What follows belongs to an exercise in optimizing a design on an open flow for small area, a short achievable clock period and few clock cycles; a production flow would make more cautious choices.
RTL that was checked went through simulation tests only; none was proved equivalent to the original.
Power figures rest on the tool's default switching activity, not on a simulated workload.

==> flow/design.v (excerpt) <==
module c_subset_lexer (
    input  logic        clk,
    input  logic        rst_n,
    input  logic        char_valid,
    output logic        char_stall,
    input  logic [7:0]  char_code,
    output logic        token_valid,
    input  logic        token_stall,
    output logic [4:0]  token_kind,
    output logic [23:0] token_start,
    output logic [15:0] token_length,
    output logic [23:0] line_number,
    output logic [30:0] token_value,
    output logic        last_of_run
);
For scale: roughly 180 flip-flops, ~120 I/O pins.
export LEC_CHECK = 0
export CAP_MARGIN = 20
export CORE_MARGIN = 4
export CORE_UTILIZATION = 40
export SETUP_SLACK_MARGIN = 4.0
export SLEW_MARGIN = 20
export TNS_END_PERCENT = 5
create_clock -name core_clock -period 6.5 [get_ports {clk}]
standard.sh (not shown) runs the stock make flow with config.mk's settings and CLKGATE_MAP_FILE= SYNTH_SCRIPT=/design/flow/synth_recipe.tcl, a recipe that flattens the netlist after the stock synthesis.
==> flow/flow/run.sh <==
#!/bin/bash
# Layout flow: the standard synthesis unchanged, then the standard ORFS layout with
# plain buffers (not delay cells) on the ports and for timing repair, and a clock
# tree without dummy loads.
set -euo pipefail
bash standard.sh synth > synth.log 2>&1
export BUFFER_PORTS_ARGS="-buffer_cell sky130_fd_sc_hd__buf_1"
export DONT_USE_CELLS="sky130_fd_sc_hd__clkdlybuf4s15_1 sky130_fd_sc_hd__clkdlybuf4s15_2 sky130_fd_sc_hd__clkdlybuf4s18_1 sky130_fd_sc_hd__clkdlybuf4s18_2 sky130_fd_sc_hd__clkdlybuf4s25_1 sky130_fd_sc_hd__clkdlybuf4s25_2 sky130_fd_sc_hd__clkdlybuf4s50_1 sky130_fd_sc_hd__clkdlybuf4s50_2 sky130_fd_sc_hd__dlygate4sd1_1 sky130_fd_sc_hd__dlygate4sd2_1 sky130_fd_sc_hd__dlygate4sd3_1 sky130_fd_sc_hd__dlymetal6s2s_1 sky130_fd_sc_hd__dlymetal6s4s_1 sky130_fd_sc_hd__dlymetal6s6s_1"
export CTS_ARGS="-sink_clustering_enable -repair_clock_nets -dont_use_dummy_load -sink_clustering_size 24 -sink_clustering_max_diameter 80 -buf_list {sky130_fd_sc_hd__clkbuf_8}"
bash standard.sh > layout.log 2>&1
Then changed:
--- a/flow/design.v
+++ b/flow/design.v
@@ -259,21 +259,21 @@
         else if (xfer)            acc_n = sb[1:0];
         else                      acc_n = acc[1:0];
     end
     always_ff @(posedge clk)
     begin
         acc_ci <= ca_n[3] || (ca_n[2] && acc_n[1]) || ((ca_n[2] || acc_n[1]) && ca_n[1] && acc_n[0]);
         if (adv || !va) begin
             ca <= vb ? cb : char_code;
             cf <= vb ? classify(cb) : classify(char_code);
         end
-        if (!vb) begin
+        if (!adv && va && !vb) begin
             cb <= char_code;
         end
         if (adv) begin
             pos_last  <= pos_cur;
             line_last <= line_cur;
         end
         if (fire && run_idle && c_opch) begin
             op <= !ca[4] ? 2'd0 : c_eq ? 2'd1 : ca[1] ? 2'd3 : 2'd2;
         end
         if (fire && st_word) begin
Result: Sequential share of layout area is higher by 0.33 points; register-to-register slack loses 40 ps; sequential power is lower by 21%; routed wire length rises by 1.2%; combinational power fell by 53%; area after synthesis is about the same; via count grows by 0.54%; fmax fell by 1.3%; die area is about the same; utilization is higher by 0.41 points.
Testbench counts after the change, summed over its fixed seeds: cycles 24,152.
Function not checked in the first run of this note: the RTL went through the layout flow alone.

---

Another version of the RTL of c_subset_lexer (not shown whole).
Size in the first run: about 1,100 cells after synthesis, about 180 flip-flops, about 11,000 um2 of cells after synthesis.
==> flow/design.v (excerpt) <==
module c_subset_lexer (
    input  logic        clk,
    input  logic        rst_n,
    input  logic        char_valid,
    output logic        char_stall,
    input  logic [7:0]  char_code,
    output logic        token_valid,
    input  logic        token_stall,
    output logic [4:0]  token_kind,
    output logic [23:0] token_start,
    output logic [15:0] token_length,
    output logic [23:0] line_number,
    output logic [30:0] token_value,
    output logic        last_of_run
);
clock: 6.5 ns
lec_check: 0
cap_margin: 20
core_margin: 4
core_utilization: 40
setup_slack_margin: 4.0
slew_margin: 20
tns_end_percent: 5
==> flow/flow/run.sh <==
#!/bin/bash
# Layout flow: the standard synthesis unchanged, then the standard ORFS layout with
# plain buffers (not delay cells) on the ports and for timing repair.
set -euo pipefail
bash standard.sh synth > synth.log 2>&1
export BUFFER_PORTS_ARGS="-buffer_cell sky130_fd_sc_hd__buf_2"
export DONT_USE_CELLS="sky130_fd_sc_hd__clkdlybuf4s15_1 sky130_fd_sc_hd__clkdlybuf4s15_2 sky130_fd_sc_hd__clkdlybuf4s18_1 sky130_fd_sc_hd__clkdlybuf4s18_2 sky130_fd_sc_hd__clkdlybuf4s25_1 sky130_fd_sc_hd__clkdlybuf4s25_2 sky130_fd_sc_hd__clkdlybuf4s50_1 sky130_fd_sc_hd__clkdlybuf4s50_2 sky130_fd_sc_hd__dlygate4sd1_1 sky130_fd_sc_hd__dlygate4sd2_1 sky130_fd_sc_hd__dlygate4sd3_1 sky130_fd_sc_hd__dlymetal6s2s_1 sky130_fd_sc_hd__dlymetal6s4s_1 sky130_fd_sc_hd__dlymetal6s6s_1"
bash standard.sh > layout.log 2>&1
Testbench counts at the start, summed over its fixed seeds: cycles 24,152.
Edit:
--- a/flow/design.v
+++ b/flow/design.v
@@ -174,25 +174,50 @@
         end
     end
     logic [23:0] pos_cur, line_cur;
     assign pos_cur  = eof_pend ? 24'd0 : pos_last + 24'd1;
     assign line_cur = eof_pend ? 24'd1 :
                       (nl_pend && (line_last != 24'hFF_FFFF)) ? line_last + 24'd1 : line_last;
     logic [30:0] acc_step;
     logic        acc_sat;
     assign acc_sat  = (acc > 31'd214748364) || ((acc == 31'd214748364) && (ca[3:0] > 4'd7));
     logic [2:0]  acc_lo;
     logic [27:0] acc_hi;
     assign acc_lo   = {1'b0, ca[2:1]} + {1'b0, acc[1:0]};
-    assign acc_hi   = acc[27:0] + acc[29:2] + {27'd0, ca[3] || acc_lo[2]};
+    logic [27:0] ks_p, ks_g;
+    logic [27:0] ks_gg [0:5];
+    logic [27:0] ks_pp [0:5];
+    logic        ks_ci;
+    assign ks_ci = ca[3] || acc_lo[2];
+    assign ks_p  = acc[27:0] ^ acc[29:2];
+    assign ks_g  = acc[27:0] & acc[29:2];
+    always_comb
+    begin
+        ks_gg[0]    = ks_g;
+        ks_pp[0]    = ks_p;
+        ks_gg[0][0] = ks_g[0] | (ks_p[0] & ks_ci);
+        for (int l = 0; l < 5; l++) begin
+            for (int i = 0; i < 28; i++) begin
+                if (i >= (1 << l)) begin
+                    ks_gg[l+1][i] = ks_gg[l][i] | (ks_pp[l][i] & ks_gg[l][i - (1 << l)]);
+                    ks_pp[l+1][i] = ks_pp[l][i] & ks_pp[l][i - (1 << l)];
+                end
+                else begin
+                    ks_gg[l+1][i] = ks_gg[l][i];
+                    ks_pp[l+1][i] = ks_pp[l][i];
+                end
+            end
+        end
+    end
+    assign acc_hi = ks_p ^ {ks_gg[5][26:0], ks_ci};
     assign acc_step = {acc_hi, acc_lo[1:0], ca[0]} | {31{acc_sat}};
     logic xfer;         
     logic to_head;      
     logic to_spare;     
     logic imm_head;     
     logic [7:0] kb;     
     assign xfer     = sv && pop;
     assign to_head  = fire && !sv && (pend_tok || imm_tok);
     assign imm_head = fire && !sv && !pend_tok && imm_tok;
     assign to_spare = fire && imm_tok && (sv || pend_tok);
     assign kb       = sv ? sb : ca;
     always_ff @(posedge clk or negedge rst_n)
Outcome:
- sequential power fell by about 3%
- power fell by 1.6%
- non-clock buffer count fell by 10
- utilization fell by 0.39 points
- global-route usage rose by 0.55 points
- wire length rose by 2.5%
- fmax fell by 4.2%
- area after synthesis rose by 2.1%
- critical path depth fell by 1
- first-iteration DRC count rose by 29%
- final area rose by 0.31%
- worst setup slack is worse by 140 ps
Function not checked in the second run of this note: the RTL went through the layout flow alone.

==> re-timing with driven ports <==
No port has a modelled driver above. Below, the same layouts with a new extraction and two added sets of constraints.
Step 1 assumes that a clkbuf_16 drives the clock port and a buf_2 every other input.
Step 2 adds t to the input delays and takes it off the output delays; t is the mean of the earliest and latest rising clock arrival at the registers after step 1. Input paths then give back, and output paths get back, about the clock's delay inside the block.
a / b / c = no drivers / after step 1 / after step 2; a / b = the first two.
run	t (ns)	setup WS [ns]	worst setup path at the end	worst slew at a driven data input, ns	cell pins on the clock port's net
the first run of note 1	0.495	3.562 / 3.562 / 3.182	input to register	0.06	1
the second run of note 1	0.488	3.523 / 3.523 / 3.075	input to register	0.06	1
the first run of note 2	0.484	3.238 / 3.238 / 3.051	input to register	0.08	1
the second run of note 2	0.468	3.096 / 3.096 / 2.956	input to register	0.04	1
After both steps every run listed still meets setup and hold. The setup slack of the second run of note 1, which loses most, moves by 0.000 ns with the drivers and by -0.448 ns with both steps.
